Context: an optimization exercise on an open-source flow, tuned for small area, a short achievable clock period and few clock cycles per item. The choices shown serve that exercise and are no tape-out recipe.
The RTL was checked by simulation tests, not by an equivalence proof against the original design.
No activity file was given, so power comes from the tool's default toggle rates.

old:
==> module rcpm_compare, before the edit <==
module rcpm_compare #(
    parameter int LEDS_PER_LAYER = rcpm_pkg::LEDS_PER_LAYER_DEF
) (
    input  wire logic [7:0]                      pos,
    input  wire logic [LEDS_PER_LAYER*24-1:0]    row,
    output logic [rcpm_pkg::DRIVE_W-1:0]         drive_bits
);
    localparam int BW = 3 * LEDS_PER_LAYER;
    logic [BW-1:0] raw;
    for (genvar i = 0; i < LEDS_PER_LAYER; i++) begin : g_led
        assign raw[3*i]   = pos < row[i*24 + 16 +: 8];
        assign raw[3*i+1] = pos < row[i*24 + 8 +: 8];
        assign raw[3*i+2] = pos < row[i*24 +: 8];
    end
    assign drive_bits = rcpm_pkg::DRIVE_W'(raw);
endmodule
==> module rcpm_pwm_counter, before the edit <==
module rcpm_pwm_counter #(
    parameter int LAYERS = rcpm_pkg::LAYERS_DEF
) (
    input  wire logic              aclk,
    input  wire logic              aresetn,
    input  wire logic              cfg_wr_en,
    input  wire logic [7:0]        cfg_wr_data,
    input  wire logic              tick,
    input  wire logic              recalc,
    input  wire logic [7:0]        pos_cur,
    input  wire logic [LAYERS-1:0] layer_cur_oh,
    output logic [7:0]             pos_next,
    output logic [LAYERS-1:0]      layer_next_oh
);
    logic [7:0]        period_reg;
    logic [7:0]        base_pos;
    logic [LAYERS-1:0] base_layer;
    logic [8:0]        pos_inc;
    logic              wrap;
    logic [7:0]        step_pos;
    logic [LAYERS-1:0] step_layer;
    always_comb begin
        base_pos   = recalc ? pos_cur : pos_next;
        base_layer = recalc ? layer_cur_oh : layer_next_oh;
        pos_inc    = {1'b0, base_pos} + 9'd1;
        wrap       = pos_inc >= {1'b0, period_reg};
        step_pos   = wrap ? 8'd0 : pos_inc[7:0];
        step_layer = wrap ? {base_layer[LAYERS-2:0], base_layer[LAYERS-1]} : base_layer;
    end
    always_ff @(posedge aclk) begin
        if (!aresetn) begin
            period_reg    <= rcpm_pkg::PERIOD_RESET;
            pos_next      <= 8'd1;
            layer_next_oh <= LAYERS'(1);
        end else begin
            if (cfg_wr_en) begin
                period_reg <= cfg_wr_data;
            end
            if (tick || recalc) begin
                pos_next      <= step_pos;
                layer_next_oh <= step_layer;
            end
        end
    end
endmodule
Settings: LEC_CHECK=0, CAP_MARGIN=20, CORE_MARGIN=2, CORE_UTILIZATION=40, SLEW_MARGIN=20; clock period 5.5 ns.
run.sh (not shown) runs the stock make flow with config.mk's settings and CLKGATE_MAP_FILE= SYNTH_SCRIPT=/design/flow/synth_recipe.tcl, a recipe that flattens the netlist after the stock synthesis.
old | status: complete | timing, DRC, antenna: pass
Testbench counts of old, summed over its fixed seeds: cycles 16,384, items 16,360.
[inputs] new vs old
==> flow/design.v, changed modules only <==
module rcpm_compare #(
    parameter int LEDS_PER_LAYER = rcpm_pkg::LEDS_PER_LAYER_DEF
) (
    input  wire logic [7:0]                      pos,
    input  wire logic [LEDS_PER_LAYER*24-1:0]    row,
    output logic [rcpm_pkg::DRIVE_W-1:0]         drive_bits
);
    localparam int BW = 3 * LEDS_PER_LAYER;
    logic [BW-1:0] raw;
    function automatic logic lt8(input logic [7:0] p, input logic [7:0] c);
        logic r;
        r = 1'b0;
        for (int k = 0; k < 8; k++) begin
            r = (c[k] & ~p[k]) | ((c[k] | ~p[k]) & r);
        end
        lt8 = r;
    endfunction
    for (genvar i = 0; i < LEDS_PER_LAYER; i++) begin : g_led
        assign raw[3*i]   = lt8(pos, row[i*24 + 16 +: 8]);
        assign raw[3*i+1] = lt8(pos, row[i*24 + 8 +: 8]);
        assign raw[3*i+2] = lt8(pos, row[i*24 +: 8]);
    end
    assign drive_bits = rcpm_pkg::DRIVE_W'(raw);
endmodule
module rcpm_pwm_counter #(
    parameter int LAYERS = rcpm_pkg::LAYERS_DEF
) (
    input  wire logic              aclk,
    input  wire logic              aresetn,
    input  wire logic              cfg_wr_en,
    input  wire logic [7:0]        cfg_wr_data,
    input  wire logic              tick,
    input  wire logic              recalc,
    input  wire logic [7:0]        pos_cur,
    input  wire logic [LAYERS-1:0] layer_cur_oh,
    output logic [7:0]             pos_next,
    output logic [LAYERS-1:0]      layer_next_oh
);
    logic [7:0]        pm1_reg;
    logic              low_reg;
    logic              wrap;
    logic [7:0]        base_pos;
    logic [LAYERS-1:0] base_layer;
    logic [7:0]        step_pos;
    logic [LAYERS-1:0] step_layer;
    always_comb begin
        if (recalc) begin
            wrap       = low_reg || (pos_cur >= pm1_reg);
            base_pos   = pos_cur;
            base_layer = layer_cur_oh;
        end else begin
            wrap       = low_reg || (pos_next == pm1_reg);
            base_pos   = pos_next;
            base_layer = layer_next_oh;
        end
        step_pos   = wrap ? 8'd0 : base_pos + 8'd1;
        step_layer = wrap ? {base_layer[LAYERS-2:0], base_layer[LAYERS-1]} : base_layer;
    end
    always_ff @(posedge aclk) begin
        if (!aresetn) begin
            pm1_reg       <= rcpm_pkg::PERIOD_RESET - 8'd1;
            low_reg       <= 1'b0;
            pos_next      <= 8'd1;
            layer_next_oh <= LAYERS'(1);
        end else begin
            if (cfg_wr_en) begin
                pm1_reg <= cfg_wr_data - 8'd1;
                low_reg <= cfg_wr_data <= 8'd1;
            end
            if (tick || recalc) begin
                pos_next      <= step_pos;
                layer_next_oh <= step_layer;
            end
        end
    end
endmodule
Findings:
Delta (new minus old): sequential share of cell area went up by 1.6 points, post-route worst setup slack went up by 0.23 ns, synthesis-to-finish area growth went down by 0.88 points. Relative to old, simple logic cell fraction of the synthesized area has increased by 0.55 points in new. new: full flow OK, the timing, DRC and antenna checks passed. Via count (higher): new. When the final numbers for old and new were put side by side, the detailed route wirelength on metal3 turned out to be smaller in old. new ended up with a lower worst reg2reg path depth than old did. The overall die height in new was lower than what old gave. Power: new draws more than old. Taking old as the reference, in new first-iteration DRC count went up by 398; worst vdd rail ir drop went down by 4.3%; post-synthesis cell area went down by about 1.6%.
Testbench counts of new, summed over its fixed seeds: cycles 16,384, items 16,360.

==> afterwards: timing with drivers on the ports <==
In the flow no input, the clock included, has a driving cell. The finished layouts below were timed again as built, in two steps.
Step 1, drivers: a clkbuf_16 drives aclk and a buf_2 each remaining input, both assumed.
Step 2 also shifts input and output timing later by t, the mid clock arrival at the registers, as if the neighbouring blocks saw the same clock.
a / b / c = ideal ports / drivers / drivers and shift; a / b = the first two.
run | t, ns | setup slack, ns | worst setup path after step 2
old | 0.667 | 2.034 / 2.034 / 2.008 | input to register
new | 0.665 | 2.263 / 2.263 / 1.885 | input to register
After both steps setup and hold are still met in every run listed. For new, which loses most, drivers alone change the setup slack by 0.000 ns; drivers and shift together by -0.378 ns.
